Context: an optimization exercise on an open-source flow, tuned for small area and few clock cycles per item. The choices shown serve that exercise and are no tape-out recipe. In this exercise RTL edits were held to simulation tests only and were not proved equivalent to the original. Power is estimated from default activity; no workload was simulated.

==> design.v <==
package bpq_pkg;
  localparam int DEPTH_DEF      = 16;
  localparam int DATA_WIDTH_DEF = 32;
  localparam int PRIO_WIDTH_DEF = 8;
  localparam int CAP_WIDTH   = 5;
  localparam int OCC_WIDTH   = 5;
  localparam int STAT_WIDTH  = 2;
  localparam int APB_AW      = 3;
  localparam int APB_DW      = 32;
  localparam logic [CAP_WIDTH-1:0] CAP_RESET = 5'd16;
  localparam logic [STAT_WIDTH-1:0] STATUS_OK        = 2'd0;
  localparam logic [STAT_WIDTH-1:0] STATUS_OVERFLOW  = 2'd1;
  localparam logic [STAT_WIDTH-1:0] STATUS_UNDERFLOW = 2'd2;
  localparam logic MODE_ENQ = 1'b0;
  localparam logic MODE_DEQ = 1'b1;
  localparam logic REG_CAPACITY = 1'b0;
  typedef struct packed {
    logic ins;
    logic del;
  } bpq_op_t;
endpackage
module bpq_regs (
  input  logic                          clk,
  input  logic                          rst,
  input  logic                          psel,
  input  logic                          penable,
  input  logic                          pwrite,
  input  logic [bpq_pkg::APB_AW-1:0]    paddr,
  input  logic [bpq_pkg::APB_DW-1:0]    pwdata,
  output logic [bpq_pkg::APB_DW-1:0]    prdata,
  output logic                          pready,
  output logic [bpq_pkg::CAP_WIDTH-1:0] capacity
);
  logic reg_sel;
  logic wr_beat;
  assign reg_sel = paddr[2];
  assign pready  = 1'b1;
  assign wr_beat = psel && penable && pwrite && pready;
  always_ff @(posedge clk) begin
    if (rst) begin
      capacity <= bpq_pkg::CAP_RESET;
    end else if (wr_beat && (reg_sel == bpq_pkg::REG_CAPACITY)) begin
      capacity <= pwdata[bpq_pkg::CAP_WIDTH-1:0];
    end
  end
  always_comb begin
    prdata = '0;
    if (reg_sel == bpq_pkg::REG_CAPACITY) begin
      prdata = {{(bpq_pkg::APB_DW-bpq_pkg::CAP_WIDTH){1'b0}}, capacity};
    end
  end
endmodule
module bpq_cell #(
  parameter int DATA_WIDTH = bpq_pkg::DATA_WIDTH_DEF,
  parameter int PRIO_WIDTH = bpq_pkg::PRIO_WIDTH_DEF
) (
  input  logic                  clk,
  input  logic                  keep,
  input  logic                  take_prev,
  input  logic                  take_new,
  input  logic [DATA_WIDTH-1:0] new_data,
  input  logic [PRIO_WIDTH-1:0] new_prio,
  input  logic [DATA_WIDTH-1:0] prev_data,
  input  logic [PRIO_WIDTH-1:0] prev_prio,
  output logic [DATA_WIDTH-1:0] data,
  output logic [PRIO_WIDTH-1:0] prio
);
  always_ff @(posedge clk) begin
    data <= ~(({DATA_WIDTH{keep}}      & data)
            | ({DATA_WIDTH{take_prev}} & prev_data)
            | ({DATA_WIDTH{take_new}}  & new_data));
    prio <= ({PRIO_WIDTH{keep}}      & prio)
          | ({PRIO_WIDTH{take_prev}} & prev_prio)
          | ({PRIO_WIDTH{take_new}}  & new_prio);
  end
endmodule
module bounded_priority_queue #(
  parameter int DEPTH      = bpq_pkg::DEPTH_DEF,
  parameter int DATA_WIDTH = bpq_pkg::DATA_WIDTH_DEF,
  parameter int PRIO_WIDTH = bpq_pkg::PRIO_WIDTH_DEF
) (
  input  logic                           clk,
  input  logic                           rst,
  input  logic                           start,
  output logic                           busy,
  input  logic                           mode,
  input  logic signed [DATA_WIDTH-1:0]   data_in,
  input  logic [PRIO_WIDTH-1:0]          priority_in,
  output logic                           done,
  output logic [bpq_pkg::STAT_WIDTH-1:0] status,
  output logic signed [DATA_WIDTH-1:0]   data_out,
  output logic [PRIO_WIDTH-1:0]          priority_out,
  output logic [bpq_pkg::OCC_WIDTH-1:0]  occupancy,
  input  logic                           psel,
  input  logic                           penable,
  input  logic                           pwrite,
  input  logic [bpq_pkg::APB_AW-1:0]     paddr,
  input  logic [bpq_pkg::APB_DW-1:0]     pwdata,
  output logic [bpq_pkg::APB_DW-1:0]     prdata,
  output logic                           pready
);
  localparam int CNT_WIDTH = $clog2(DEPTH + 1);
  logic [bpq_pkg::CAP_WIDTH-1:0] capacity;
  logic [CNT_WIDTH-1:0]  count;
  logic                  full;
  logic                  empty;
  logic                  do_ins;
  logic                  do_del;
  logic                  res_del;
  logic                  phase;      
  logic [DATA_WIDTH-1:0] new_data;
  logic [DATA_WIDTH-1:0] rd_data;
  logic [DEPTH-1:0]      valid;
  logic [DEPTH-1:0]      stay;
  logic [DEPTH-1:0]      keep;
  logic [DEPTH-1:0]      take_prev;
  logic [DEPTH-1:0]      take_new;
  logic [DEPTH-1:0]      rd_hot;
  logic [DATA_WIDTH-1:0] slot_data [DEPTH];
  logic [PRIO_WIDTH-1:0] slot_prio [DEPTH];
  assign busy = 1'b0;
  bpq_regs u_regs (
    .clk      (clk),
    .rst      (rst),
    .psel     (psel),
    .penable  (penable),
    .pwrite   (pwrite),
    .paddr    (paddr),
    .pwdata   (pwdata),
    .prdata   (prdata),
    .pready   (pready),
    .capacity (capacity)
  );
  assign full   = (count >= CNT_WIDTH'(DEPTH)) || ({1'b0, count} >= {1'b0, capacity});
  assign empty  = (count == '0);
  assign do_ins = start && (mode == bpq_pkg::MODE_ENQ) && !full;
  assign do_del = start && (mode == bpq_pkg::MODE_DEQ) && !empty;
  function automatic logic prio_lt(input logic [PRIO_WIDTH-1:0] a, input logic [PRIO_WIDTH-1:0] b);
    logic lt;
    lt = 1'b0;
    for (int k = 0; k < PRIO_WIDTH; k++) begin
      lt = (~a[k] & b[k]) | ((~a[k] | b[k]) & lt);
    end
    prio_lt = lt;
  endfunction
  always_comb begin
    for (int i = 0; i < DEPTH; i++) begin
      valid[i] = (count > CNT_WIDTH'(i));
      stay[i]  = !do_ins || (valid[i] && prio_lt(slot_prio[i], priority_in));
    end
    for (int i = 0; i < DEPTH; i++) begin
      if (i == 0) begin
        take_prev[i] = 1'b0;
        take_new[i]  = !stay[i];
        keep[i]      = stay[i];
      end else begin
        take_prev[i] = !stay[i-1];
        take_new[i]  = stay[i-1] && !stay[i];
        keep[i]      = stay[i-1] && stay[i];
      end
    end
  end
  genvar g;
  generate
    for (g = 0; g < DEPTH; g++) begin : g_slot
      logic [DATA_WIDTH-1:0] p_data;
      logic [PRIO_WIDTH-1:0] p_prio;
      if (g == 0) begin : g_bottom
        assign p_data = '0;
        assign p_prio = '0;
      end else begin : g_body
        assign p_data = slot_data[g-1];
        assign p_prio = slot_prio[g-1];
      end
      bpq_cell #(
        .DATA_WIDTH (DATA_WIDTH),
        .PRIO_WIDTH (PRIO_WIDTH)
      ) u_cell (
        .clk       (clk),
        .keep      (keep[g]),
        .take_prev (take_prev[g]),
        .take_new  (take_new[g]),
        .new_data  (new_data),
        .new_prio  (priority_in),
        .prev_data (p_data),
        .prev_prio (p_prio),
        .data      (slot_data[g]),
        .prio      (slot_prio[g])
      );
    end
  endgenerate
  assign new_data = data_in ^ {DATA_WIDTH{phase}};
  always_ff @(posedge clk) begin
    if (rst) begin
      phase <= 1'b0;
    end else begin
      phase <= !phase;
    end
  end
  always_ff @(posedge clk) begin
    if (rst) begin
      count <= '0;
      done  <= 1'b0;
    end else begin
      done <= start;
      if (do_ins) begin
        count <= count + 1'b1;
      end else if (do_del) begin
        count <= count - 1'b1;
      end
    end
  end
  always_ff @(posedge clk) begin
    if (start && mode == bpq_pkg::MODE_ENQ && full) begin
      status <= bpq_pkg::STATUS_OVERFLOW;
    end else if (start && mode == bpq_pkg::MODE_DEQ && empty) begin
      status <= bpq_pkg::STATUS_UNDERFLOW;
    end else begin
      status <= bpq_pkg::STATUS_OK;
    end
    res_del <= do_del;
  end
  assign occupancy = bpq_pkg::OCC_WIDTH'(count);
  always_comb begin
    rd_data      = '0;
    priority_out = '0;
    for (int i = 0; i < DEPTH; i++) begin
      rd_hot[i]    = res_del && (count == CNT_WIDTH'(i));
      rd_data      = rd_data      | ({DATA_WIDTH{rd_hot[i]}} & slot_data[i]);
      priority_out = priority_out | ({PRIO_WIDTH{rd_hot[i]}} & slot_prio[i]);
    end
    data_out = rd_data ^ {DATA_WIDTH{res_del && phase}};
  end
endmodule
==> flow/run.sh <==
#!/bin/bash
# Own layout flow: the standard ORFS flow (standard.sh) with changes that
# only affect how much buffering the layout gets:
#  - clock tree synthesis without dummy loads, with clkbuf_8 buffers driving
#    clusters of up to 16 registers,
#  - port buffers of the smallest buffer cell.
# make's output goes to standard_flow.log in the work folder; ORFS's own
# per-step logs stay under orfs/logs.
set -euo pipefail
cat >> config.mk <<'EOC'
export CTS_ARGS = -sink_clustering_enable -repair_clock_nets -dont_use_dummy_load -buf_list sky130_fd_sc_hd__clkbuf_8 -sink_clustering_size 16 -sink_clustering_max_diameter 60
export BUFFER_PORTS_ARGS = -buffer_cell sky130_fd_sc_hd__buf_1
EOC
bash standard.sh > standard_flow.log 2>&1
==> standard.sh <==
#!/bin/bash
# synth_recipe.tcl (not shown) runs the flow's synth.tcl, then flattens the netlist and writes it again
# the make line also repeats each setting of config.mk as NAME=value (left out here)
make -C /OpenROAD-flow-scripts/flow DESIGN_CONFIG=/design/flow/config.mk WORK_HOME=/design/flow/orfs CLKGATE_MAP_FILE= SYNTH_SCRIPT=/design/flow/synth_recipe.tcl "${@:-finish}"
==> config.mk <==
export PLATFORM = sky130hd
export DESIGN_NAME = bounded_priority_queue
export DESIGN_NICKNAME = bounded_priority_queue
export VERILOG_FILES = /design/flow/design.v
export SDC_FILE = /design/flow/constraint.sdc
export NUM_CORES = 4
export LEC_CHECK = 0
export CAP_MARGIN = 10
export CORE_MARGIN = 2
export CORE_UTILIZATION = 30
export GPL_TIMING_DRIVEN = 0
export SLEW_MARGIN = 10
export SYNTH_HIERARCHICAL = 1
export CTS_ARGS = -sink_clustering_enable -repair_clock_nets -dont_use_dummy_load -buf_list sky130_fd_sc_hd__clkbuf_8 -sink_clustering_size 16 -sink_clustering_max_diameter 60
export BUFFER_PORTS_ARGS = -buffer_cell sky130_fd_sc_hd__buf_1
==> constraint.sdc <==
create_clock -name core_clock -period 4.0 [get_ports {clk}]
set_input_delay 0.8000 -clock core_clock [delete_from_list [all_inputs] [get_ports {clk}]]
set_output_delay 0.8000 -clock core_clock [all_outputs]
set_load 0.01 [all_outputs]
==> results of run 1 <==
## layout by cell type, fill, tap and decap left out, drive strengths merged, types with 10 or more instances in the layout
master and count:
o21ai 32, conb 73, o22ai 19, clkbuf 177, a22oi 297, xor2 63, nand4 54, nand2 72
and2 14, dfxtp 655, a222oi 652, a221oi 16, a21oi 33, nor2b 30, o21a 10, nand2b 29
nor3 28, and3 19, a22o 18, buf 332, ha 10, maj3 16, inv 168, nor2 58
## modules after synthesis (local to each module, per instance), excerpt
module,area (sq um),cells
bounded_priority_queue,7400,1097
bpq_regs,494,58
## state kept, by name (all words and copies together), names as in the netlist
name and cells:
count 5, done 1, g_slot.u_cell.data 512, g_slot.u_cell.prio 128, phase 1, res_del 1
status 2, u_regs.capacity 5
## final cells by class
cell class | instances | area, sq um | share of cell area (%)
inverters | 172 | 664 | 2.03
multi-input cells | 1657 | 13700 | 42.0
clock buffers | 57 | 785 | 2.40
flip-flops and latches | 655 | 13100 | 40.1
diodes | 5 | 12.5 | 0.0382
well taps | 1254 | 1570 | 4.79
repair buffers | 128 | 676 | 2.06
plain buffers | 331 | 2140 | 6.54
## metrics by stage
step                      std cells  utilization (%)  hold WS [ns]
after CTS                      4251             34.6         0.295
after floorplan                2825                -         0.448
after detailed placement       4185             32.9         0.463
after global routing           4255             34.9         0.349
final                          4259             35.0         0.320
after global placement         4183             32.8         0.458
## final timing paths
kind | startpoint | to | slack, ns | cells after the start
hold / removal | mode | status[1]$_SDFF_PP0_ | 0.32 | 3
setup / recovery | count[2]$_SDFFE_PP0P_ | priority_out[7] | -0.13 | 10
setup reg to reg | count[0]$_SDFFE_PP0P_ | g_slot[3].u_cell.data[25]$_DFF_P_ | 0.09 | 13
hold reg to reg | g_slot[11].u_cell.data[11]$_DFF_P_ | g_slot[12].u_cell.data[11]$_DFF_P_ | 0.46 | 1
## power by group through the flow
stage          Combinational (mW)  Clock [mW]  Sequential [mW]
6_report                     15.7        3.55             13.4
5_1_grt                      16.0        3.74             13.6
4_1_cts                      14.7        3.53             13.2
3_5_place_dp                 14.4           0             13.3
3_3_place_gp                 14.2           0             13.2
2_1_floorplan                9.29           0             12.1
## what timing repair did
item	4_1_cts	5_1_grt
endpoints found under the setup margin	487	500
buffers inserted	13	8
pin swaps	11	14
cloned	1	0
gates resized for setup	225	121
## logic make-up after synthesis
logic type                 after synthesis  synth area share [%]
muxes                                    7                 0.255
AOI/OAI and AO/OA                     1147                  35.9
DFF                                    655                  46.1
other                                    3                0.0396
adders and majority gates               26                  1.02
and+or+nand+nor                        339                  6.50
xor gates and xnor gates                65                  2.00
buffers and inverters                  513                  8.17
## layer usage
| metal | track usage [%] | vias to the layer above | routed length [um] |
|---|---|---|---|
| met1 | 38.7 | 14700 | 56000 |
| met4 | 20.8 | 10 | 13000 |
| met3 | 12.7 | 697 | 26500 |
| met2 | 42.9 | 3014 | 63000 |
| li1 | - | 12000 | - |
| met5 | 0 | - | 128 |
## critical path: cells and delay by family, from the launching register on
kind                     cells  cell delay, ns
AO/OA/AOI/OAI                1            0.39
adder cells (fa/ha/maj)      1            0.18
buffers and inverters        5            0.94
flip-flops                   1            0.36
AND/OR/NAND/NOR              3            0.75
==> results.toml, run 1 <==
[synthesis]
synthFlopType = "dfxtp_1"
synth.top_cells.by_area = "dfxtp_1 (46%), a222oi_1 (23%), a22oi_1 (7.8%), buf_2 (2.9%), inv_1 (2.2%)"
synth_edf_count = 0
synth_top_area_cell = "dfxtp_1"
ys_seq_elements = 655
synth_area_sq_um = 28500
synthArstFlopShare_pct = 0
ys_seq_area_share_pct = 46.1
yosysMostFrequentCell = "dfxtp_1"
synth_cells = 2755
synth_cell_types = 87
synth.top_cell.area_share_pct = 46.1
syn_area_per_cell_sq_um = 10.3
ys_top_cells_by_count = "dfxtp_1 (655), a222oi_1 (652), a22oi_1 (295)"
yosys_warnings = 11

[routing]
drtPass1Iterations = 13
wl_per_cell_um = 37.2
ant_nets = 0
routed-via-count = 30500
wl_um = 159000
vias_per_cell = 7.15
drc = 0
drt_iter0_drc = 9409

[setup_path]
cpPeakStageDelay_ns = 0.43
cp.arrival_ns = 3.33
worstSetupPathType = "reg -> out"
start_kind = "flip-flop"
setup.worst_path.end_class = "output pin"
cpMostUsedCell = "clkbuf_16"
path_max_fanout = 10
crit_slowest_cell = "nand4_1"
crit_path_cell_trace = "buf_6 -> clkbuf_16 -> and3_4 -> ha_4 -> and2_4 -> clkbuf_16 -> clkbuf_16 -> a222oi_1 -> nand4_1 -> buf_2"
required_ns = 3.20

[finish]
drive_above_1_share_pct = 17.1
fill_cells = 9752
fin_nets = 3094
area_delta_synth_final_pct = 15.0
postLayoutCellArea_sq_um = 32700

[floorplan]
die_area_sq_um = 97300
rows = 112
start_util_pct = 30.4
io_pins = 164
core_area_sq_um = 93600
die_width_um = 312
dieHeight_um = 312

[placed_design]
globalplace.congestion = 1.03
postPlaceCellArea_sq_um = 30800
pre_cts_ws_ns = -1.42
numPortBuffers = 104
dp_hpwl_um = 103000

[power]
p_comb_share_pct = 48.2
switchingPower_mw = 15.4
p_leak_nw = 12.3
design_power_total_mw = 32.7
power.density_nw_per_um2 = 998
clock_power_share_pct = 10.9
peakVddDrop_mv = 1.01
seqPwrFrac_pct = 41.0
p_sw_share_pct = 47.1
p_int_mw = 17.3

[sta]
relSlewSlack_pct = 14.6
slew_violations = 0
min_period_over_period_pct = 103
fin_skew_ns = 0.0863
setup_viol = 40
post-route-min-period_ns = 4.13
finalHoldViolations = 0
finalWorstSetupSlack_ns = -0.132
setup_tns_ns = -1.44
rsz0062_at_grt = "yes"
worstMarginPinSlew_ns = 1.28
clock.fmax_mhz = 242

[run]
maxCapViolCount = 0

[cts]
path_clk_slew_ns = 0.08
ctsHoldBuffers = 0
clk_latency_ns = 0.76
clk_path_buf_depth = 3
clock-sinks = 655
cts_htree_levels = 2
numCtsBuffers = 57
cts_tree = "built"
ctsRootBufferMaster = "clkbuf_8"

[run_status]
status = "finished with violations"
violations = "negative setup slack"

[global_route]
grt_max_degree = 24
grt.overflow.total = 0
first_global_vias = 27900
grt_usage_pct = 30.8
antenna_found_initial = 6
grt_first_pass_wirelength_um = 217000

[worst_hold_path]
hold_path.class = "in -> reg"
Testbench counts, summed over its fixed seeds: cycles 12,008, commands 12,000.
==> run 2: changes to the inputs <==
--- a/config.mk
+++ b/config.mk
@@ -6,9 +6,10 @@
 export NUM_CORES = 4
 export LEC_CHECK = 0
 export CAP_MARGIN = 10
+export CELL_PAD_IN_SITES_DETAIL_PLACEMENT = 1
 export CORE_MARGIN = 2
 export CORE_UTILIZATION = 30
-export GPL_TIMING_DRIVEN = 0
+export PLACE_DENSITY = 0.45
 export SLEW_MARGIN = 10
 export SYNTH_HIERARCHICAL = 1
 export CTS_ARGS = -sink_clustering_enable -repair_clock_nets -dont_use_dummy_load -buf_list sky130_fd_sc_hd__clkbuf_8 -sink_clustering_size 16 -sink_clustering_max_diameter 60
==> results.toml, run 2 <==
[synthesis]
synth.top_cell.area_share_pct = 46.1
synth.top_cells.by_area = "dfxtp_1 (46%), a222oi_1 (23%), a22oi_1 (7.8%), buf_2 (2.9%), inv_1 (2.2%)"
synth_cells = 2755
yosys_warnings = 11
yosysMostFrequentCell = "dfxtp_1"
ys_top_cells_by_count = "dfxtp_1 (655), a222oi_1 (652), a22oi_1 (295)"
synthFlopType = "dfxtp_1"
synth_area_sq_um = 28500
syn_area_per_cell_sq_um = 10.3
synth_top_area_cell = "dfxtp_1"
synth_edf_count = 0
ys_seq_area_share_pct = 46.1
synthArstFlopShare_pct = 0
synth_cell_types = 87
ys_seq_elements = 655

[finish]
postLayoutCellArea_sq_um = 33000
final_cells = 4141
final_cell_mix = "a222oi_1 (652), dfxtp_1 (649), a22oi_1 (291)"
top_regs = "g_slot.u_cell.data: 512 flops, g_slot.u_cell.prio: 128 flops"
fill_cells = 10500
area_delta_synth_final_pct = 15.8
largest_register = "g_slot.u_cell.data"
largest_reg_flops = 512
layout_commonest_cell = "a222oi_1"
utilization_pct = 35.2
drive_above_1_share_pct = 15.2
fin_nets = 2977

[setup_path]
setup.worst_path.end_class = "output pin"
start_kind = "flip-flop"
path_max_fanout = 14
cp.arrival_ns = 3.12
critPathLaunch = "count[0]$_SDFFE_PP0P_"
required_ns = 3.20
worstReg2RegStart = "u_regs.capacity[3]$_SDFFE_PP0P_"
worstSetupPathType = "reg -> out"

[power]
design_power_total_mw = 33.5
p_comb_share_pct = 49.2
clock_power_share_pct = 10.9
p_sw_share_pct = 46.4
switchingPower_mw = 15.6
p_int_mw = 18.0
seqPwrFrac_pct = 39.9
power.density_nw_per_um2 = 1020
p_leak_nw = 12.2
peakVddDrop_mv = 0.552

[routing]
drtPass1Iterations = 14
routed-via-count = 29700
wl_um = 155000
wl_per_cell_um = 37.4
vias_per_cell = 7.17
drc = 0
drt_iter0_drc = 6633
ant_nets = 0

[global_route]
grt_usage_pct = 30.0
grt.overflow.total = 0
grt_max_degree = 42
grt_first_pass_wirelength_um = 216000
antenna_found_initial = 1
first_global_vias = 29400

[cts]
cts_tree = "built"
numCtsBuffers = 59
clk_latency_ns = 0.77
cts_htree_levels = 2
clock-sinks = 655
ctsRootBufferMaster = "clkbuf_8"
clk_path_buf_depth = 3
path_clk_slew_ns = 0.08

[sta]
clock.fmax_mhz = 255
fin_skew_ns = 0.103
relSlewSlack_pct = 11.7
setup_viol = 0
finalWorstSetupSlack_ns = 0.0829
finalHoldViolations = 0
worstMarginPinSlew_ns = 1.32
min_period_over_period_pct = 97.9
post-route-min-period_ns = 3.92
rsz0062_at_grt = "yes"
setup_tns_ns = 0
hold_ws_ns = 0.343
slew_violations = 0

[floorplan]
dieHeight_um = 312
die_area_sq_um = 97300
rows = 112
start_util_pct = 30.4
die_width_um = 312
io_pins = 164
core_area_sq_um = 93600

[run]
maxCapViolCount = 0

[placed_design]
globalplace.congestion = 0.936
numPortBuffers = 105
postPlaceCellArea_sq_um = 31600
dp_hpwl_um = 92900
pre_cts_ws_ns = -0.137
placed_cells = 4051

[worst_hold_path]
hold_path.class = "in -> reg"
hold_start = "pwdata[2]"

[run_status]
status = "complete, no violations"
-- run 2: cell counts after synthesis --
Identical to the previous run, type by type.
-- run 2: worst paths after layout --
path                                      end  cells after the start  slack [ns]
max                              data_out[24]                      9        0.08
max reg2reg  g_slot[6].u_cell.data[2]$_DFF_P_                      9        0.11
min reg2reg  g_slot[4].u_cell.data[2]$_DFF_P_                      1        0.46
min           u_regs.capacity[2]$_SDFFE_PP0P_                      3        0.34
-- run 2: cell type report --
class                      instances  area [sq um]  share of cell area, %
sequential                       655         13100                   39.8
clock buffer                      59           812                   2.46
multi-input combinational       1659         13800                   41.9
timing repair buffer             338          2970                   9.00
antenna                            4          10.0                 0.0304
inverter                         172           653                   1.98
tap                             1254          1570                   4.76
-- run 2: what timing repair did --
item / 4_1_cts / 5_1_grt
cloned: 1 / 3
buffers inserted: 18 / 4
gates resized for setup: 41 / 31
hold buffers: 0 / 0
setup endpoints to repair: 40 / 35
pin swaps: 3 / 5
-- run 2: critical path, cell delays in order, from the launching register on --
cell,delay (ns)
dfxtp_4,0.39
inv_1,0.11
ha_1,0.30
and3_2,0.26
buf_4,0.26
a22oi_1,0.28
nand2_1,0.14
nor3_4,0.30
xor2_1,0.18
buf_1,0.18
-- run 2: kinds of logic after synthesis --
kind of cell	Yosys count	synth area share (%)
AO/OA/AOI/OAI	1147	35.9
flip-flops	655	46.1
buffers and inverters	513	8.17
AND/OR/NAND/NOR	339	6.50
XOR/XNOR	65	2.00
adder cells (fa/ha/maj)	26	1.02
multiplexers	7	0.255
other	3	0.0396
-- run 2: metal layers --
layer	vias to the layer above	GRT usage [%]	part of all wire (%)
li1	11800	-	-
met1	15100	39.1	38
met2	2290	46.6	44
met3	509	6.07	12
met4	0	16.2	6.2
met5	-	0	0
-- run 2: power by group through the flow --
stage | clock network, mW | registers, mW | logic, mW
after floorplan | 0 | 12.1 | 9.29
after global placement | 0 | 13.2 | 15.3
after detailed placement | 0 | 13.3 | 15.8
after CTS | 3.69 | 13.2 | 15.9
after global routing | 3.94 | 13.7 | 17.0
final | 3.65 | 13.4 | 16.5
-- run 2: Yosys stat by module (local to each module, per instance), a selection --
module / copies in the design / flops+latches
bpq_regs: 1 / 5
bounded_priority_queue: 1 / 10
==> run 3: changes to the inputs <==
==> flow/run.sh (replaced) <==
#!/bin/bash
# Own layout flow: the standard ORFS flow (standard.sh) with changes that
# only affect buffering and routing, not the design or its constraints:
#  - clock tree synthesis without dummy loads, with clkbuf_8 buffers driving
#    clusters of up to 16 registers,
#  - port buffers of the smallest buffer cell,
#  - global routing that keeps more of met1/met2 free (flow/fastroute.tcl).
# make's output goes to standard_flow.log in the work folder; ORFS's own
# per-step logs stay under orfs/logs.
set -euo pipefail
here=$(pwd)
cat >> config.mk <<EOC
export CTS_ARGS = -sink_clustering_enable -repair_clock_nets -dont_use_dummy_load -buf_list sky130_fd_sc_hd__clkbuf_8 -sink_clustering_size 16 -sink_clustering_max_diameter 60
export BUFFER_PORTS_ARGS = -buffer_cell sky130_fd_sc_hd__buf_1
export FASTROUTE_TCL = $here/flow/fastroute.tcl
EOC
bash standard.sh > standard_flow.log 2>&1
==> flow/fastroute.tcl (new file) <==
# Global routing layers as the platform's fastroute.tcl sets them, but with
# less of met1 and met2 offered to the global router, so that signal routes
# move up to met3/met4 and leave room on met1 for pin access.
set_global_routing_layer_adjustment $::env(MIN_ROUTING_LAYER)-$::env(MAX_ROUTING_LAYER) 0.2
set_global_routing_layer_adjustment met1 0.5
set_global_routing_layer_adjustment met2 0.35

set_routing_layers -clock $::env(MIN_CLK_ROUTING_LAYER)-$::env(MAX_ROUTING_LAYER)
set_routing_layers -signal $::env(MIN_ROUTING_LAYER)-$::env(MAX_ROUTING_LAYER)
--- a/config.mk
+++ b/config.mk
@@ -7,10 +7,12 @@
 export LEC_CHECK = 0
 export CAP_MARGIN = 10
 export CELL_PAD_IN_SITES_DETAIL_PLACEMENT = 1
+export CELL_PAD_IN_SITES_GLOBAL_PLACEMENT = 1
 export CORE_MARGIN = 2
 export CORE_UTILIZATION = 30
-export PLACE_DENSITY = 0.45
+export PLACE_DENSITY = 0.4
 export SLEW_MARGIN = 10
 export SYNTH_HIERARCHICAL = 1
 export CTS_ARGS = -sink_clustering_enable -repair_clock_nets -dont_use_dummy_load -buf_list sky130_fd_sc_hd__clkbuf_8 -sink_clustering_size 16 -sink_clustering_max_diameter 60
 export BUFFER_PORTS_ARGS = -buffer_cell sky130_fd_sc_hd__buf_1
+export FASTROUTE_TCL = /design/flow/flow/fastroute.tcl
==> results.toml, run 3 <==
[finish]
drive_above_1_share_pct = 18.4
utilization_pct = 36.4
largest_register = "g_slot.u_cell.data"
largest_reg_flops = 512
final_cells = 4209
fill_cells = 10400
postLayoutCellArea_sq_um = 34100
fin_nets = 3042
layout_commonest_cell = "a222oi_1"
final_cell_mix = "a222oi_1 (652), dfxtp_1 (650), a22oi_1 (279)"
area_delta_synth_final_pct = 19.8
top_regs = "g_slot.u_cell.data: 512 flops, g_slot.u_cell.prio: 128 flops"

[routing]
drt_iter0_drc = 4541
drc = 0
wl_per_cell_um = 40.9
vias_per_cell = 6.94
ant_nets = 0
drtPass1Iterations = 11
routed-via-count = 29200
wl_um = 172000

[global_route]
grt_usage_pct = 41.4
grt_first_pass_wirelength_um = 236000
grt.overflow.total = 0
grt_max_degree = 41
antenna_found_initial = 5
first_global_vias = 31000

[sta]
setup_viol = 0
fin_skew_ns = 0.0779
min_period_over_period_pct = 99.3
clock.fmax_mhz = 252
relSlewSlack_pct = 10.7
post-route-min-period_ns = 3.97
rsz0062_at_grt = "yes"
hold_ws_ns = 0.280
setup_tns_ns = 0
finalWorstSetupSlack_ns = 0.0294
finalHoldViolations = 0
worstMarginPinSlew_ns = 1.34
slew_violations = 0

[setup_path]
required_ns = 3.20
start_kind = "flip-flop"
path_max_fanout = 19
crit_slowest_cell = "dfxtp_2"
setup.worst_path.end_class = "output pin"
path_buf_inv = 4
worstSetupPathType = "reg -> out"
cp.arrival_ns = 3.17
cpMostUsedCell = "ha_4"
critPathTopFamily = "simple AND/OR/NAND/NOR gates"
crit_path_cell_trace = "buf_6 -> ha_4 -> and3_4 -> ha_4 -> and2_4 -> buf_16 -> buf_12 -> a221oi_1 -> and3_1 -> nand4_1 -> buf_1"
cpPeakStageDelay_ns = 0.33

[synthesis]
synth_cell_types = 87
yosysMostFrequentCell = "dfxtp_1"
ys_seq_elements = 655
synthArstFlopShare_pct = 0
ys_seq_area_share_pct = 46.1
ys_top_cells_by_count = "dfxtp_1 (655), a222oi_1 (652), a22oi_1 (295)"
synth.top_cells.by_area = "dfxtp_1 (46%), a222oi_1 (23%), a22oi_1 (7.8%), buf_2 (2.9%), inv_1 (2.2%)"
synthFlopType = "dfxtp_1"
synth_edf_count = 0
synth_top_area_cell = "dfxtp_1"
yosys_warnings = 11
syn_area_per_cell_sq_um = 10.3
synth.top_cell.area_share_pct = 46.1
synth_cells = 2755
synth_area_sq_um = 28500

[run]
maxCapViolCount = 0

[power]
peakVddDrop_mv = 0.512
power.density_nw_per_um2 = 1020
p_leak_nw = 12.7
design_power_total_mw = 34.9

[placed_design]
dp_hpwl_um = 105000
placed_cells = 4078
postPlaceCellArea_sq_um = 32100
numPortBuffers = 105
globalplace.congestion = 0.938
pre_cts_ws_ns = -0.0221

[floorplan]
die_area_sq_um = 97300
core_area_sq_um = 93600
rows = 112
io_pins = 164
start_util_pct = 30.4
dieHeight_um = 312
die_width_um = 312

[cts]
cts_tree = "built"
numCtsBuffers = 81
cts_htree_levels = 3
clk_latency_ns = 0.77
clk_path_buf_depth = 3
clock-sinks = 655
path_clk_slew_ns = 0.07
ctsRootBufferMaster = "clkbuf_8"

[run_status]
status = "complete, no violations"

[worst_hold_path]
hold_path.class = "in -> reg"
-- run 3: cell counts after synthesis --
Identical to the previous run, type by type.
-- run 3: worst min-delay path, cell delays in order --
cell	delay, ns
buf_1	0.07
nand2b_1	0.06
mux2i_1	0.06
-- run 3: worst paths after layout --
check	end	startpoint	cells past startpoint	slack, ns
max	priority_out[4]	count[0]$_SDFFE_PP0P_	11	0.03
min reg2reg	g_slot[2].u_cell.data[13]$_DFF_P_	g_slot[1].u_cell.data[13]$_DFF_P_	1	0.45
max reg2reg	g_slot[13].u_cell.data[31]$_DFF_P_	count[1]$_SDFFE_PP0P_	10	0.13
min	u_regs.capacity[1]$_SDFFE_PP0P_	pwdata[1]	3	0.28
-- run 3: final cells by class --
| class | count | area [sq um] | share of cell area, % |
|---|---|---|---|
| diodes | 7 | 17.5 | 0.0514 |
| inverters | 172 | 653 | 1.92 |
| multi-input cells | 1658 | 13900 | 40.9 |
| repair buffers | 382 | 3660 | 10.7 |
| well taps | 1254 | 1570 | 4.60 |
| flip-flops and latches | 655 | 13100 | 38.5 |
| clock buffers | 81 | 1110 | 3.27 |
-- run 3: logic make-up after synthesis --
group	Yosys count	synth area share, %
simple gates	339	6.50
compound gates	1147	35.9
buf+inv	513	8.17
xor+xnor	65	2.00
other cells	3	0.0396
flops	655	46.1
fa+ha+maj	26	1.02
mux	7	0.255
-- run 3: routing by layer --
metal	vias up	part of all wire (%)	track usage (%)
met3	579	13	18.4
met2	1872	42	60.5
met5	-	0.022	0
met1	14800	38	59.4
met4	6	7.2	25.9
li1	12000	-	-
-- run 3: what timing repair did --
action,CTS,global route
pin swaps,14,22
gates cloned,4,4
hold buffers,0,0
buffers inserted,17,18
resized for setup,57,62
setup endpoints to repair,40,46
-- run 3: modules after synthesis (local to each module, per instance), a selection --
module / copies in the design / flops+latches / cells inside / area [sq um]
bounded_priority_queue: 1 / 10 / 1097 / 7400
bpq_regs: 1 / 5 / 58 / 494
-- run 3: report_power, final --
group	switching (mW)	internal (mW)
clock	2.53	1.79
combinational	10.3	6.91
sequential	3.30	10.1
==> run 4: changes to the inputs <==
--- a/design.v
+++ b/design.v
@@ -72,6 +72,25 @@
     prio <= ({PRIO_WIDTH{keep}}      & prio)
           | ({PRIO_WIDTH{take_prev}} & prev_prio)
           | ({PRIO_WIDTH{take_new}}  & new_prio);
+  end
+endmodule
+module bpq_cell0 #(
+  parameter int DATA_WIDTH = bpq_pkg::DATA_WIDTH_DEF,
+  parameter int PRIO_WIDTH = bpq_pkg::PRIO_WIDTH_DEF
+) (
+  input  logic                  clk,
+  input  logic                  keep,
+  input  logic                  take_new,
+  input  logic [DATA_WIDTH-1:0] new_data,
+  input  logic [PRIO_WIDTH-1:0] new_prio,
+  output logic [DATA_WIDTH-1:0] data,
+  output logic [PRIO_WIDTH-1:0] prio
+);
+  always_ff @(posedge clk) begin
+    data <= ~(({DATA_WIDTH{keep}}     & data)
+            | ({DATA_WIDTH{take_new}} & new_data));
+    prio <= ({PRIO_WIDTH{keep}}     & prio)
+          | ({PRIO_WIDTH{take_new}} & new_prio);
   end
 endmodule
 module bounded_priority_queue #(
@@ -163,30 +182,36 @@
   genvar g;
   generate
     for (g = 0; g < DEPTH; g++) begin : g_slot
-      logic [DATA_WIDTH-1:0] p_data;
-      logic [PRIO_WIDTH-1:0] p_prio;
       if (g == 0) begin : g_bottom
-        assign p_data = '0;
-        assign p_prio = '0;
+        bpq_cell0 #(
+          .DATA_WIDTH (DATA_WIDTH),
+          .PRIO_WIDTH (PRIO_WIDTH)
+        ) u_cell (
+          .clk       (clk),
+          .keep      (keep[g]),
+          .take_new  (take_new[g]),
+          .new_data  (new_data),
+          .new_prio  (priority_in),
+          .data      (slot_data[g]),
+          .prio      (slot_prio[g])
+        );
       end else begin : g_body
-        assign p_data = slot_data[g-1];
-        assign p_prio = slot_prio[g-1];
+        bpq_cell #(
+          .DATA_WIDTH (DATA_WIDTH),
+          .PRIO_WIDTH (PRIO_WIDTH)
+        ) u_cell (
+          .clk       (clk),
+          .keep      (keep[g]),
+          .take_prev (take_prev[g]),
+          .take_new  (take_new[g]),
+          .new_data  (new_data),
+          .new_prio  (priority_in),
+          .prev_data (slot_data[g-1]),
+          .prev_prio (slot_prio[g-1]),
+          .data      (slot_data[g]),
+          .prio      (slot_prio[g])
+        );
       end
-      bpq_cell #(
-        .DATA_WIDTH (DATA_WIDTH),
-        .PRIO_WIDTH (PRIO_WIDTH)
-      ) u_cell (
-        .clk       (clk),
-        .keep      (keep[g]),
-        .take_prev (take_prev[g]),
-        .take_new  (take_new[g]),
-        .new_data  (new_data),
-        .new_prio  (priority_in),
-        .prev_data (p_data),
-        .prev_prio (p_prio),
-        .data      (slot_data[g]),
-        .prio      (slot_prio[g])
-      );
     end
   endgenerate
   assign new_data = data_in ^ {DATA_WIDTH{phase}};
==> flow/run.sh (replaced) <==
#!/bin/bash
# Own layout flow: the standard ORFS flow (standard.sh) with changes that
# only affect how much buffering the layout gets:
#  - clock tree synthesis without dummy loads, with clkbuf_8 buffers driving
#    clusters of up to 16 registers,
#  - port buffers of the smallest buffer cell.
# make's output goes to standard_flow.log in the work folder; ORFS's own
# per-step logs stay under orfs/logs.
set -euo pipefail
cat >> config.mk <<'EOC'
export CTS_ARGS = -sink_clustering_enable -repair_clock_nets -dont_use_dummy_load -buf_list sky130_fd_sc_hd__clkbuf_8 -sink_clustering_size 16 -sink_clustering_max_diameter 60
export BUFFER_PORTS_ARGS = -buffer_cell sky130_fd_sc_hd__buf_1
EOC
bash standard.sh > standard_flow.log 2>&1
--- a/config.mk
+++ b/config.mk
@@ -7,12 +7,10 @@
 export LEC_CHECK = 0
 export CAP_MARGIN = 10
 export CELL_PAD_IN_SITES_DETAIL_PLACEMENT = 1
-export CELL_PAD_IN_SITES_GLOBAL_PLACEMENT = 1
 export CORE_MARGIN = 2
 export CORE_UTILIZATION = 30
-export PLACE_DENSITY = 0.4
+export PLACE_DENSITY = 0.45
 export SLEW_MARGIN = 10
 export SYNTH_HIERARCHICAL = 1
 export CTS_ARGS = -sink_clustering_enable -repair_clock_nets -dont_use_dummy_load -buf_list sky130_fd_sc_hd__clkbuf_8 -sink_clustering_size 16 -sink_clustering_max_diameter 60
 export BUFFER_PORTS_ARGS = -buffer_cell sky130_fd_sc_hd__buf_1
-export FASTROUTE_TCL = /design/flow/flow/fastroute.tcl
removed: flow/fastroute.tcl
==> results.toml, run 4 <==
[run_status]
status = "complete, no violations"

[finish]
largest_register = "g_slot.g_body.u_cell.data"
fill_cells = 10300
drive_above_1_share_pct = 16.2
postLayoutCellArea_sq_um = 33000
largest_reg_flops = 480
layout_commonest_cell = "dfxtp_1"
final_cell_mix = "dfxtp_1 (648), a222oi_1 (601), a22oi_1 (294)"
final_cells = 4063
fin_nets = 2902
area_delta_synth_final_pct = 17.3
top_regs = "g_slot.g_body.u_cell.data: 480 flops, g_slot.g_body.u_cell.prio: 120 flops, g_slot.g_bottom.u_cell.data: 32 flops"
multi_input_area_sq_um = 13600
regArea_sq_um = 13100

[floorplan]
io_pins = 164
start_util_pct = 30.2
die_area_sq_um = 96200
core_area_sq_um = 93000
dieHeight_um = 310
rows = 112
die_width_um = 310

[run]
maxCapViolCount = 0

[cts]
clock-sinks = 655
path_clk_slew_ns = 0.08
cts_htree_levels = 2
clk_latency_ns = 0.78
numCtsBuffers = 61
cts_tree = "built"
clk_path_buf_depth = 3
ctsRootBufferMaster = "clkbuf_8"

[routing]
wl_um = 152000
drc = 0
vias_per_cell = 7.09
ant_nets = 0
drtPass1Iterations = 13
wl_per_cell_um = 37.3
drt_iter0_drc = 7536
routed-via-count = 28800

[placed_design]
globalplace.congestion = 0.888
postPlaceCellArea_sq_um = 31400
numPortBuffers = 105
dp_hpwl_um = 92100
placed_cells = 3971

[global_route]
grt.overflow.total = 0
grt_max_degree = 43
grt_usage_pct = 30.3
grt_first_pass_wirelength_um = 212000
first_global_vias = 28700
antenna_found_initial = 1

[synthesis]
synth.top_cell.area_share_pct = 46.6
synth_area_sq_um = 28100
ys_top_cells_by_count = "dfxtp_1 (655), a222oi_1 (601), a22oi_1 (305)"
synth_cell_types = 79
synthFlopType = "dfxtp_1"
synthArstFlopShare_pct = 0
synth_top_area_cell = "dfxtp_1"
synth_cells = 2700
synth_edf_count = 0
ys_seq_elements = 655
synth.top_cells.by_area = "dfxtp_1 (47%), a222oi_1 (21%), a22oi_1 (8.1%), buf_2 (2.7%), inv_1 (2.0%)"
syn_area_per_cell_sq_um = 10.4
yosys_warnings = 12
ys_seq_area_share_pct = 46.6
yosysMostFrequentCell = "dfxtp_1"

[worst_hold_path]
hold_path.class = "in -> reg"

[setup_path]
worstSetupPathType = "reg -> out"
crit_slowest_cell = "dfxtp_4"
path_buf_inv = 3
required_ns = 3.20
critPathTopFamily = "simple AND/OR/NAND/NOR gates"
setup.worst_path.end_class = "output pin"
path_max_fanout = 4
cpPeakStageDelay_ns = 0.36
crit_path_cell_trace = "ha_2 -> buf_4 -> and3b_1 -> and2_4 -> buf_4 -> a22oi_1 -> nand4_1 -> nor3_4 -> xor2_1 -> buf_1"
cpMostUsedCell = "buf_4"
cp.arrival_ns = 3.15
start_kind = "flip-flop"

[sta]
setup_viol = 0
rsz0062_at_grt = "yes"
finalHoldViolations = 0
fin_skew_ns = 0.0868
post-route-min-period_ns = 3.95
slew_violations = 0
worstMarginPinSlew_ns = 1.37
relSlewSlack_pct = 8.04
clock.fmax_mhz = 253
min_period_over_period_pct = 98.6

[power]
power.density_nw_per_um2 = 1060
peakVddDrop_mv = 0.700
p_leak_nw = 12.1
## run 4: final timing paths
check | depth (start not counted) | endpoint | slack [ns] | startpoint
worst min register to register | 1 | g_slot[10].g_body.u_cell.data[6]$_DFF_P_ | 0.44 | g_slot[9].g_body.u_cell.data[6]$_DFF_P_
worst max register to register | 9 | g_slot[5].g_body.u_cell.data[6]$_DFF_P_ | 0.29 | u_regs.capacity[4]$_SDFFE_PP1P_
worst min-delay path | 3 | u_regs.capacity[0]$_SDFFE_PP0P_ | 0.29 | pwdata[0]
worst max-delay path | 10 | data_out[5] | 0.05 | count[0]$_SDFFE_PP0P_
## run 4: cell families (layout without fill, tap and decap cells)
kind of cell / count (synthesis) / count (layout) / synth area share (%)
other: 3 / 30 / 0.0401
xor gates and xnor gates: 66 / 66 / 2.06
and+or+nand+nor: 331 / 331 / 6.81
DFF: 655 / 655 / 46.6
muxes: 7 / 7 / 0.258
adders and majority gates: 34 / 34 / 1.32
AOI/OAI and AO/OA: 1118 / 1118 / 35.3
buffers and inverters: 486 / 568 / 7.60
## run 4: per-module statistics from Yosys (local to each module, per instance), excerpt
module / flops+latches / cells inside / copies in the design / cell area [sq um]
bounded_priority_queue: 10 / 1054 / 1 / 7190
bpq_regs: 5 / 58 / 1 / 494
## run 4: worst reg2reg max path: cells and delay by family (launching register included)
kind | cells | cell delay [ns]
DFF | 1 | 0.37
AOI/OAI and AO/OA | 2 | 0.53
buffers and inverters | 2 | 0.50
adders and majority gates | 1 | 0.19
and+or+nand+nor | 4 | 1.92
## run 4: where the power goes
group	internal, mW	switching, mW
combinational	7.17	10.7
sequential	10.1	3.28
clock	1.35	2.37
total	18.7	16.4
## run 4: area by class of cell
class	instances	area share, %
Tap cell	1254	4.76
Sequential cell	655	39.8
Antenna cell	1	0.00759
Timing Repair Buffer	349	9.77
Multi-Input combinational cell	1585	41.3
Inverter	158	1.80
Clock buffer	61	2.55
## run 4: routing by layer
metal  routed length (um)  up-vias  global-route usage [%]
met5                    0        -                       0
met4                 9490        0                    17.2
met3                17000      481                    5.63
met2                68200     2117                    48.1
met1                57000    14600                    38.5
li1                     -    11600                       -
## run 4: repair_timing
item                       CTS  global route
gates resized for setup     56            46
hold buffers                 0             0
setup endpoints to repair   40            37
pin swaps                   14            23
gates cloned                 2             2
setup buffers               24             3
## run 4: per-stage QoR
stage	setup WS [ns]	total power, mW	util (%)	hold slack (ns)	setup TNS (ns)
final	0.0542	35.1	35.5	0.287	0
after global routing	-0.0553	36.2	35.5	0.310	-0.112
after CTS	-0.0125	34.4	35.1	0.264	-0.0125
after detailed placement	-0.0218	30.6	33.7	0.466	-0.115
after global placement	0.0384	29.9	33.7	0.456	0
after floorplan	0.824	22.0	-	0.441	0
Testbench counts of run 4, summed over its fixed seeds: cycles 12,008, commands 12,000.
==> run 5: changes to the inputs <==
--- a/design.v
+++ b/design.v
@@ -50,47 +50,58 @@
     end
   end
 endmodule
+module bpq_sel (
+  input  logic stay,
+  input  logic prev_stay,
+  output logic keep,
+  output logic take_prev,
+  output logic take_new
+);
+  assign keep      = prev_stay && stay;
+  assign take_prev = !prev_stay;
+  assign take_new  = prev_stay && !stay;
+endmodule
 module bpq_cell #(
-  parameter int DATA_WIDTH = bpq_pkg::DATA_WIDTH_DEF,
-  parameter int PRIO_WIDTH = bpq_pkg::PRIO_WIDTH_DEF
+  parameter int DW = 16,
+  parameter int PW = 4
 ) (
-  input  logic                  clk,
-  input  logic                  keep,
-  input  logic                  take_prev,
-  input  logic                  take_new,
-  input  logic [DATA_WIDTH-1:0] new_data,
-  input  logic [PRIO_WIDTH-1:0] new_prio,
-  input  logic [DATA_WIDTH-1:0] prev_data,
-  input  logic [PRIO_WIDTH-1:0] prev_prio,
-  output logic [DATA_WIDTH-1:0] data,
-  output logic [PRIO_WIDTH-1:0] prio
-);
-  always_ff @(posedge clk) begin
-    data <= ~(({DATA_WIDTH{keep}}      & data)
-            | ({DATA_WIDTH{take_prev}} & prev_data)
-            | ({DATA_WIDTH{take_new}}  & new_data));
-    prio <= ({PRIO_WIDTH{keep}}      & prio)
-          | ({PRIO_WIDTH{take_prev}} & prev_prio)
-          | ({PRIO_WIDTH{take_new}}  & new_prio);
+  input  logic          clk,
+  input  logic          keep,
+  input  logic          take_prev,
+  input  logic          take_new,
+  input  logic [DW-1:0] new_data,
+  input  logic [DW-1:0] prev_data,
+  output logic [DW-1:0] data,
+  input  logic [PW-1:0] new_prio,
+  input  logic [PW-1:0] prev_prio,
+  output logic [PW-1:0] prio
+);
+  always_ff @(posedge clk) begin
+    data <= ~(({DW{keep}}      & data)
+            | ({DW{take_prev}} & prev_data)
+            | ({DW{take_new}}  & new_data));
+    prio <= ({PW{keep}}      & prio)
+          | ({PW{take_prev}} & prev_prio)
+          | ({PW{take_new}}  & new_prio);
   end
 endmodule
 module bpq_cell0 #(
-  parameter int DATA_WIDTH = bpq_pkg::DATA_WIDTH_DEF,
-  parameter int PRIO_WIDTH = bpq_pkg::PRIO_WIDTH_DEF
+  parameter int DW = 16,
+  parameter int PW = 4
 ) (
-  input  logic                  clk,
-  input  logic                  keep,
-  input  logic                  take_new,
-  input  logic [DATA_WIDTH-1:0] new_data,
-  input  logic [PRIO_WIDTH-1:0] new_prio,
-  output logic [DATA_WIDTH-1:0] data,
-  output logic [PRIO_WIDTH-1:0] prio
-);
-  always_ff @(posedge clk) begin
-    data <= ~(({DATA_WIDTH{keep}}     & data)
-            | ({DATA_WIDTH{take_new}} & new_data));
-    prio <= ({PRIO_WIDTH{keep}}     & prio)
-          | ({PRIO_WIDTH{take_new}} & new_prio);
+  input  logic          clk,
+  input  logic          keep,
+  input  logic          take_new,
+  input  logic [DW-1:0] new_data,
+  output logic [DW-1:0] data,
+  input  logic [PW-1:0] new_prio,
+  output logic [PW-1:0] prio
+);
+  always_ff @(posedge clk) begin
+    data <= ~(({DW{keep}}     & data)
+            | ({DW{take_new}} & new_data));
+    prio <= ({PW{keep}}     & prio)
+          | ({PW{take_new}} & new_prio);
   end
 endmodule
 module bounded_priority_queue #(
@@ -131,9 +142,6 @@
   logic [DATA_WIDTH-1:0] rd_data;
   logic [DEPTH-1:0]      valid;
   logic [DEPTH-1:0]      stay;
-  logic [DEPTH-1:0]      keep;
-  logic [DEPTH-1:0]      take_prev;
-  logic [DEPTH-1:0]      take_new;
   logic [DEPTH-1:0]      rd_hot;
   logic [DATA_WIDTH-1:0] slot_data [DEPTH];
   logic [PRIO_WIDTH-1:0] slot_prio [DEPTH];
@@ -167,50 +175,55 @@
       valid[i] = (count > CNT_WIDTH'(i));
       stay[i]  = !do_ins || (valid[i] && prio_lt(slot_prio[i], priority_in));
     end
-    for (int i = 0; i < DEPTH; i++) begin
-      if (i == 0) begin
-        take_prev[i] = 1'b0;
-        take_new[i]  = !stay[i];
-        keep[i]      = stay[i];
-      end else begin
-        take_prev[i] = !stay[i-1];
-        take_new[i]  = stay[i-1] && !stay[i];
-        keep[i]      = stay[i-1] && stay[i];
-      end
-    end
   end
   genvar g;
   generate
     for (g = 0; g < DEPTH; g++) begin : g_slot
-      if (g == 0) begin : g_bottom
-        bpq_cell0 #(
-          .DATA_WIDTH (DATA_WIDTH),
-          .PRIO_WIDTH (PRIO_WIDTH)
-        ) u_cell (
-          .clk       (clk),
-          .keep      (keep[g]),
-          .take_new  (take_new[g]),
-          .new_data  (new_data),
-          .new_prio  (priority_in),
-          .data      (slot_data[g]),
-          .prio      (slot_prio[g])
+      for (genvar h = 0; h < 2; h++) begin : g_part
+        localparam int DL = h * (DATA_WIDTH / 2);
+        localparam int DW = (h == 0) ? DATA_WIDTH / 2 : DATA_WIDTH - DATA_WIDTH / 2;
+        localparam int PL = h * (PRIO_WIDTH / 2);
+        localparam int PW = (h == 0) ? PRIO_WIDTH / 2 : PRIO_WIDTH - PRIO_WIDTH / 2;
+        logic keep;
+        logic take_prev;
+        logic take_new;
+        bpq_sel u_sel (
+          .stay      (stay[g]),
+          .prev_stay ((g == 0) ? 1'b1 : stay[(g+DEPTH-1)%DEPTH]),
+          .keep      (keep),
+          .take_prev (take_prev),
+          .take_new  (take_new)
         );
-      end else begin : g_body
-        bpq_cell #(
-          .DATA_WIDTH (DATA_WIDTH),
-          .PRIO_WIDTH (PRIO_WIDTH)
-        ) u_cell (
-          .clk       (clk),
-          .keep      (keep[g]),
-          .take_prev (take_prev[g]),
-          .take_new  (take_new[g]),
-          .new_data  (new_data),
-          .new_prio  (priority_in),
-          .prev_data (slot_data[g-1]),
-          .prev_prio (slot_prio[g-1]),
-          .data      (slot_data[g]),
-          .prio      (slot_prio[g])
-        );
+        if (g == 0) begin : g_bottom
+          bpq_cell0 #(
+            .DW (DW),
+            .PW (PW)
+          ) u_cell (
+            .clk       (clk),
+            .keep      (keep),
+            .take_new  (take_new),
+            .new_data  (new_data[DL +: DW]),
+            .data      (slot_data[g][DL +: DW]),
+            .new_prio  (priority_in[PL +: PW]),
+            .prio      (slot_prio[g][PL +: PW])
+          );
+        end else begin : g_body
+          bpq_cell #(
+            .DW (DW),
+            .PW (PW)
+          ) u_cell (
+            .clk       (clk),
+            .keep      (keep),
+            .take_prev (take_prev),
+            .take_new  (take_new),
+            .new_data  (new_data[DL +: DW]),
+            .prev_data (slot_data[g-1][DL +: DW]),
+            .data      (slot_data[g][DL +: DW]),
+            .new_prio  (priority_in[PL +: PW]),
+            .prev_prio (slot_prio[g-1][PL +: PW]),
+            .prio      (slot_prio[g][PL +: PW])
+          );
+        end
       end
     end
   endgenerate
==> results.toml, run 5 <==
[run_status]
status = "complete, no violations"

[setup_path]
required_ns = 3.20
crit_path_cell_trace = "and4b_1 -> and2_4 -> buf_4 -> a22o_1 -> a221oi_1 -> nand4_1 -> xnor2_1 -> buf_1"
crit_slowest_cell = "dfxtp_4"
start_kind = "flip-flop"
setup.worst_path.end_class = "output pin"
worstSetupPathType = "reg -> out"
cpPeakStageDelay_ns = 0.44
cp.arrival_ns = 3.08
ff2ff_path_depth = 9
path_max_fanout = 18

[cts]
clk_latency_ns = 0.77
ctsRootBufferMaster = "clkbuf_8"
cts_htree_levels = 2
clk_path_buf_depth = 3
cts_tree = "built"
numCtsBuffers = 59
clock-sinks = 655
path_clk_slew_ns = 0.08

[finish]
layout_commonest_cell = "dfxtp_1"
fill_cells = 10600
fin_nets = 2955
drive_above_1_share_pct = 15.2
area_delta_synth_final_pct = 13.5
largest_reg_flops = 480
multi_input_area_sq_um = 13400
top_regs = "g_slot.g_part.g_body.u_cell.data: 480 flops, g_slot.g_part.g_body.u_cell.prio: 120 flops, g_slot.g_part.g_bottom.u_cell.data: 32 flops"
utilization_pct = 34.5
final_cell_mix = "dfxtp_1 (649), a222oi_1 (601), a22oi_1 (299)"
largest_register = "g_slot.g_part.g_body.u_cell.data"
regArea_sq_um = 13100

[power]
power.density_nw_per_um2 = 1180
switchingPower_mw = 18.4
clock_power_share_pct = 9.3
p_comb_share_pct = 54.7
p_leak_nw = 12.4
seqPwrFrac_pct = 36.0
p_int_mw = 20.3
p_sw_share_pct = 47.6
peakVddDrop_mv = 0.663

[routing]
routed-via-count = 29100
ant_nets = 0
wl_per_cell_um = 36.3
drt_iter0_drc = 6780
drc = 0
vias_per_cell = 7.04
drtPass1Iterations = 11
wl_um = 150000

[global_route]
grt.overflow.total = 0
grt_first_pass_wirelength_um = 210000
antenna_found_initial = 7
grt_max_degree = 41
grt_usage_pct = 28.9
first_global_vias = 28800

[sta]
post-route-min-period_ns = 3.88
worstMarginPinSlew_ns = 1.33
finalHoldViolations = 0
slew_violations = 0
relSlewSlack_pct = 11.1
clock.fmax_mhz = 257
hold_ws_ns = 0.329
setup_viol = 0
fin_skew_ns = 0.126
min_period_over_period_pct = 97.1
rsz0062_at_grt = "no"

[synthesis]
synth_cells = 2761
yosys_warnings = 12
syn_area_per_cell_sq_um = 10.5
synth_area_sq_um = 29000

[floorplan]
die_width_um = 315
dieHeight_um = 315
die_area_sq_um = 99000
core_area_sq_um = 95300
io_pins = 164
rows = 113
start_util_pct = 30.4

[placed_design]
dp_hpwl_um = 93100
globalplace.congestion = 0.923
numPortBuffers = 105

[worst_hold_path]
whs_path_depth = 3
hold_path.class = "in -> reg"

[run]
maxCapViolCount = 0
[run 5: changes by cell type in the layout (fill, tap and decap cells not counted), sizes merged, moves of 10 or more]
cell   delta
and2     +32
and2b    +32
inv      +32
nor2b    -15
a21oi    -12
nand2    +10
nand3    +10
[run 5: repair_timing]
item	in CTS	in global routing
pin swaps	3	10
endpoints found under the setup margin	40	32
hold buffers	0	0
gates cloned	1	0
resized for setup	28	31
buffers inserted	0	6
[run 5: per-layer routing]
layer	share of wire, %	global-route usage, %	vias up
met5	0.025	0	-
li1	-	-	11700
met3	12	7.81	417
met1	39	37.8	14800
met2	44	44.6	2122
met4	4.3	12.6	6
[run 5: area by class of cell]
type,instances,share of cell area (%)
Multi-Input combinational cell,1618,40.8
Clock buffer,59,2.47
Sequential cell,655,40.0
Inverter,188,2.15
Antenna cell,2,0.0152
Timing Repair Buffer,341,9.81
Tap cell,1265,4.82
[run 5: worst paths after layout]
check | start | end | slack, ns
setup / recovery | count[4]$_SDFFE_PP0P_ | data_out[6] | 0.12
hold / removal | pwdata[3] | u_regs.capacity[3]$_SDFFE_PP0P_ | 0.33
setup reg to reg | count[4]$_SDFFE_PP0P_ | g_slot[0].g_part[1].g_bottom.u_cell.data[2]$_DFF_P_ | 0.22
hold reg to reg | g_slot[9].g_part[1].g_body.u_cell.data[9]$_DFF_P_ | g_slot[10].g_part[1].g_body.u_cell.data[9]$_DFF_P_ | 0.45
[run 5: stage by stage]
stage               cell area, sq um  std cells  setup slack, ns  setup TNS (ns)  total power [mW]
global placement               31700       4057          -0.0589          -0.518              33.6
floorplan                      29100       2790            0.660               0              24.8
CTS                            32700       4117          0.00216               0              37.8
detailed placement             31700       4057          -0.0625          -0.695              34.2
global route                   32900       4128          0.00144               0              40.0
finish                         32900       4128            0.116               0              38.7
[run 5: critical path, delay by kind of cell, from the launching register on]
| family | cells | cell delay (ns) |
|---|---|---|
| AO/OA/AOI/OAI | 2 | 0.40 |
| XOR/XNOR | 1 | 0.21 |
| buffers and inverters | 2 | 0.48 |
| flip-flops | 1 | 0.44 |
| AND/OR/NAND/NOR | 3 | 0.81 |
[run 5: power by group through the flow]
| stage | clock (mW) | sequential, mW | combinational [mW] |
|---|---|---|---|
| final | 3.60 | 13.9 | 21.2 |
| after global placement | 0 | 13.7 | 19.9 |
| after CTS | 3.67 | 13.7 | 20.4 |
| after floorplan | 0 | 12.4 | 12.4 |
| after global routing | 3.91 | 14.2 | 21.9 |
| after detailed placement | 0 | 13.8 | 20.4 |
Testbench counts of run 5, summed over its fixed seeds: cycles 12,008, commands 12,000.
==> run 6: changes to the inputs <==
--- a/design.v
+++ b/design.v
@@ -136,7 +136,7 @@
   logic                  empty;
   logic                  do_ins;
   logic                  do_del;
-  logic                  res_del;
+  logic                  res_flip;
   logic                  phase;      
   logic [DATA_WIDTH-1:0] new_data;
   logic [DATA_WIDTH-1:0] rd_data;
@@ -256,17 +256,21 @@
     end else begin
       status <= bpq_pkg::STATUS_OK;
     end
-    res_del <= do_del;
+  end
+  always_ff @(posedge clk) begin
+    for (int i = 0; i < DEPTH; i++) begin
+      rd_hot[i] <= do_del && (count == CNT_WIDTH'(i + 1));
+    end
+    res_flip <= do_del && !phase;
   end
   assign occupancy = bpq_pkg::OCC_WIDTH'(count);
   always_comb begin
     rd_data      = '0;
     priority_out = '0;
     for (int i = 0; i < DEPTH; i++) begin
-      rd_hot[i]    = res_del && (count == CNT_WIDTH'(i));
       rd_data      = rd_data      | ({DATA_WIDTH{rd_hot[i]}} & slot_data[i]);
       priority_out = priority_out | ({PRIO_WIDTH{rd_hot[i]}} & slot_prio[i]);
     end
-    data_out = rd_data ^ {DATA_WIDTH{res_del && phase}};
-  end
-endmodule
+    data_out = rd_data ^ {DATA_WIDTH{res_flip}};
+  end
+endmodule
==> flow/run.sh (replaced) <==
#!/bin/bash
# Own layout flow: the standard ORFS flow (standard.sh) with changes that
# only affect how much buffering the layout gets:
#  - clock tree synthesis without dummy loads, with clkbuf_8 buffers driving
#    clusters of up to 16 registers,
#  - port buffers of the smallest buffer cell,
#  - one tie cell per constant value instead of one per constant output.
# make's output goes to standard_flow.log in the work folder; ORFS's own
# per-step logs stay under orfs/logs.
set -euo pipefail
cat >> config.mk <<'EOC'
export CTS_ARGS = -sink_clustering_enable -repair_clock_nets -dont_use_dummy_load -buf_list sky130_fd_sc_hd__clkbuf_8 -sink_clustering_size 16 -sink_clustering_max_diameter 60
export BUFFER_PORTS_ARGS = -buffer_cell sky130_fd_sc_hd__buf_1
export SKIP_REPAIR_TIE_FANOUT = 1
EOC
bash standard.sh > standard_flow.log 2>&1
--- a/config.mk
+++ b/config.mk
@@ -14,3 +14,4 @@
 export SYNTH_HIERARCHICAL = 1
 export CTS_ARGS = -sink_clustering_enable -repair_clock_nets -dont_use_dummy_load -buf_list sky130_fd_sc_hd__clkbuf_8 -sink_clustering_size 16 -sink_clustering_max_diameter 60
 export BUFFER_PORTS_ARGS = -buffer_cell sky130_fd_sc_hd__buf_1
+export SKIP_REPAIR_TIE_FANOUT = 1
==> results.toml, run 6 <==
[finish]
fin_nets = 2880
area_delta_synth_final_pct = 12.3
fill_cells = 10700
drive_above_1_share_pct = 14.2
largest_reg_flops = 480
regArea_sq_um = 13500
multi_input_area_sq_um = 13100
layout_commonest_cell = "dfxtp_1"
utilization_pct = 33.9
final_cell_mix = "dfxtp_1 (653), a222oi_1 (600), inv_1 (180)"
largest_register = "g_slot.g_part.g_body.u_cell.data"
top_regs = "g_slot.g_part.g_body.u_cell.data: 480 flops, g_slot.g_part.g_body.u_cell.prio: 120 flops, g_slot.g_part.g_bottom.u_cell.data: 32 flops"

[sta]
worstMarginPinSlew_ns = 1.32
post-route-min-period_ns = 3.90
setup_viol = 0
setup_tns_ns = 0
slew_violations = 0
clock.fmax_mhz = 257
hold_ws_ns = 0.344
fin_skew_ns = 0.0850
finalHoldViolations = 0
min_period_over_period_pct = 97.4
relSlewSlack_pct = 12.0
rsz0062_at_grt = "no"
finalWorstSetupSlack_ns = 0.103

[cts]
ctsHoldBuffers = 0
ctsResizeCount = 0
path_clk_slew_ns = 0.07
postCtsSetupRepairBufs = 0
numCtsBuffers = 69
ctsRootBufferMaster = "clkbuf_8"
cts_tree = "built"
clock-sinks = 671
cts_htree_levels = 3
clk_latency_ns = 0.74
clk_path_buf_depth = 3

[global_route]
grt_usage_pct = 29.1
grt.overflow.total = 0
grt_max_degree = 35
first_global_vias = 29300
grt_first_pass_wirelength_um = 212000
antenna_found_initial = 1

[routing]
drt_iter0_drc = 6500
vias_per_cell = 7.16
drc = 0
wl_per_cell_um = 37.1
wl_um = 151000
ant_nets = 0
routed-via-count = 29100
drtPass1Iterations = 11

[placed_design]
globalplace.congestion = 0.922
numPortBuffers = 105
dp_hpwl_um = 96300
pre_cts_ws_ns = -0.125

[worst_hold_path]
hold_path.class = "in -> reg"

[floorplan]
core_area_sq_um = 96400
die_area_sq_um = 99500
dieHeight_um = 315
die_width_um = 315
start_util_pct = 30.2
io_pins = 164
rows = 114

[power]
peakVddDrop_mv = 0.502
design_power_total_mw = 37.8
p_leak_nw = 12.6
power.density_nw_per_um2 = 1160

[setup_path]
crit_path_cell_trace = "buf_4 -> a22o_1 -> a221oi_1 -> nand4_1 -> xor2_1 -> buf_1"
worstSetupPathType = "reg -> out"
cp.arrival_ns = 3.10
required_ns = 3.20
setup.worst_path.end_class = "output pin"
start_kind = "flip-flop"
cpPeakStageDelay_ns = 1.14
crit_slowest_cell = "dfxtp_2"
path_max_fanout = 26

[run_status]
status = "complete, no violations"

[synthesis]
synth_area_sq_um = 29100
syn_area_per_cell_sq_um = 10.8
synth_cells = 2706
yosys_warnings = 12

[run]
maxCapViolCount = 0
-- run 6: final timing paths --
check,endpoint,slack [ns],start,cells after the start
hold / removal,u_regs.capacity[3]$_SDFFE_PP0P_,0.34,pwdata[3],3
setup reg to reg,g_slot[6].g_part[0].g_body.u_cell.prio[1]$_DFF_P_,0.32,count[0]$_SDFFE_PP0P_,11
setup / recovery,data_out[28],0.10,rd_hot[12]$_DFF_P_,6
hold reg to reg,g_slot[15].g_part[1].g_body.u_cell.data[12]$_DFF_P_,0.45,g_slot[14].g_part[1].g_body.u_cell.data[12]$_DFF_P_,1
-- run 6: through the flow --
| step | std cells | cell area, sq um |
|---|---|---|
| detailed placement | 3992 | 31700 |
| global route | 4063 | 32700 |
| floorplan | 2706 | 29100 |
| global placement | 3992 | 31700 |
| finish | 4064 | 32700 |
| CTS | 4061 | 32700 |
-- run 6: critical path, delay by kind of cell (launching register included) --
| kind | cells | cell delay, ns |
|---|---|---|
| buf+inv | 2 | 0.57 |
| xor+xnor | 1 | 0.17 |
| flops | 1 | 1.14 |
| simple gates | 1 | 0.28 |
| compound gates | 2 | 0.21 |
-- run 6: final cells by class --
class,instances,area share (%)
antenna,2,0.0153
clock buffer,69,2.90
inverter,183,2.10
multi-input combinational,1533,39.9
sequential,671,41.2
tap,1276,4.88
timing repair buffer,330,8.98
-- run 6: power by group --
group	leakage [nW]	switching (mW)	internal, mW
clock	0.496	2.44	1.54
combinational	6.47	11.6	8.01
sequential	5.65	3.69	10.5
total	12.6	17.8	20.0
-- run 6: per-layer routing --
metal	GRT usage, %	part of all wire [%]
met1	36.2	38
met2	46.2	45
met3	6.51	11
met4	17.3	6.3
met5	0	0
Testbench counts of run 6, summed over its fixed seeds: cycles 12,008, commands 12,000.

## afterwards: timing with drivers on the ports
In the flow no input, the clock included, has a driving cell. The finished layouts below were timed again as built, in two steps. Step 1, drivers: a clkbuf_16 drives clk and a buf_2 each remaining input, both assumed. Step 2 also shifts input and output timing later by t, the mid clock arrival at the registers, as if the neighbouring blocks saw the same clock. Slacks: ideal ports / drivers / drivers and shift; pairs: ideal ports / drivers.
run	shift t [ns]	setup slack, ns	worst setup path at the end	worst register clock-pin slew, ns
run 1	0.783	-0.132 / -0.197 / -0.824	input to register	0.11 / 0.11
run 2	0.786	0.083 / 0.014 / -0.290	input to register	0.11 / 0.11
run 3	0.800	0.029 / -0.038 / -0.068	input to register	0.11 / 0.11
run 4	0.801	0.054 / -0.008 / -0.129	input to register	0.11 / 0.11
run 5	0.772	0.116 / 0.049 / -0.187	input to register	0.11 / 0.11
run 6	0.766	0.103 / 0.034 / -0.418	input to register	0.11 / 0.11
With both steps, setup timing fails in 5 of these runs, where it was met with ideal ports. For run 1, which loses most, drivers alone change the setup slack by -0.065 ns; drivers and shift together by -0.692 ns.
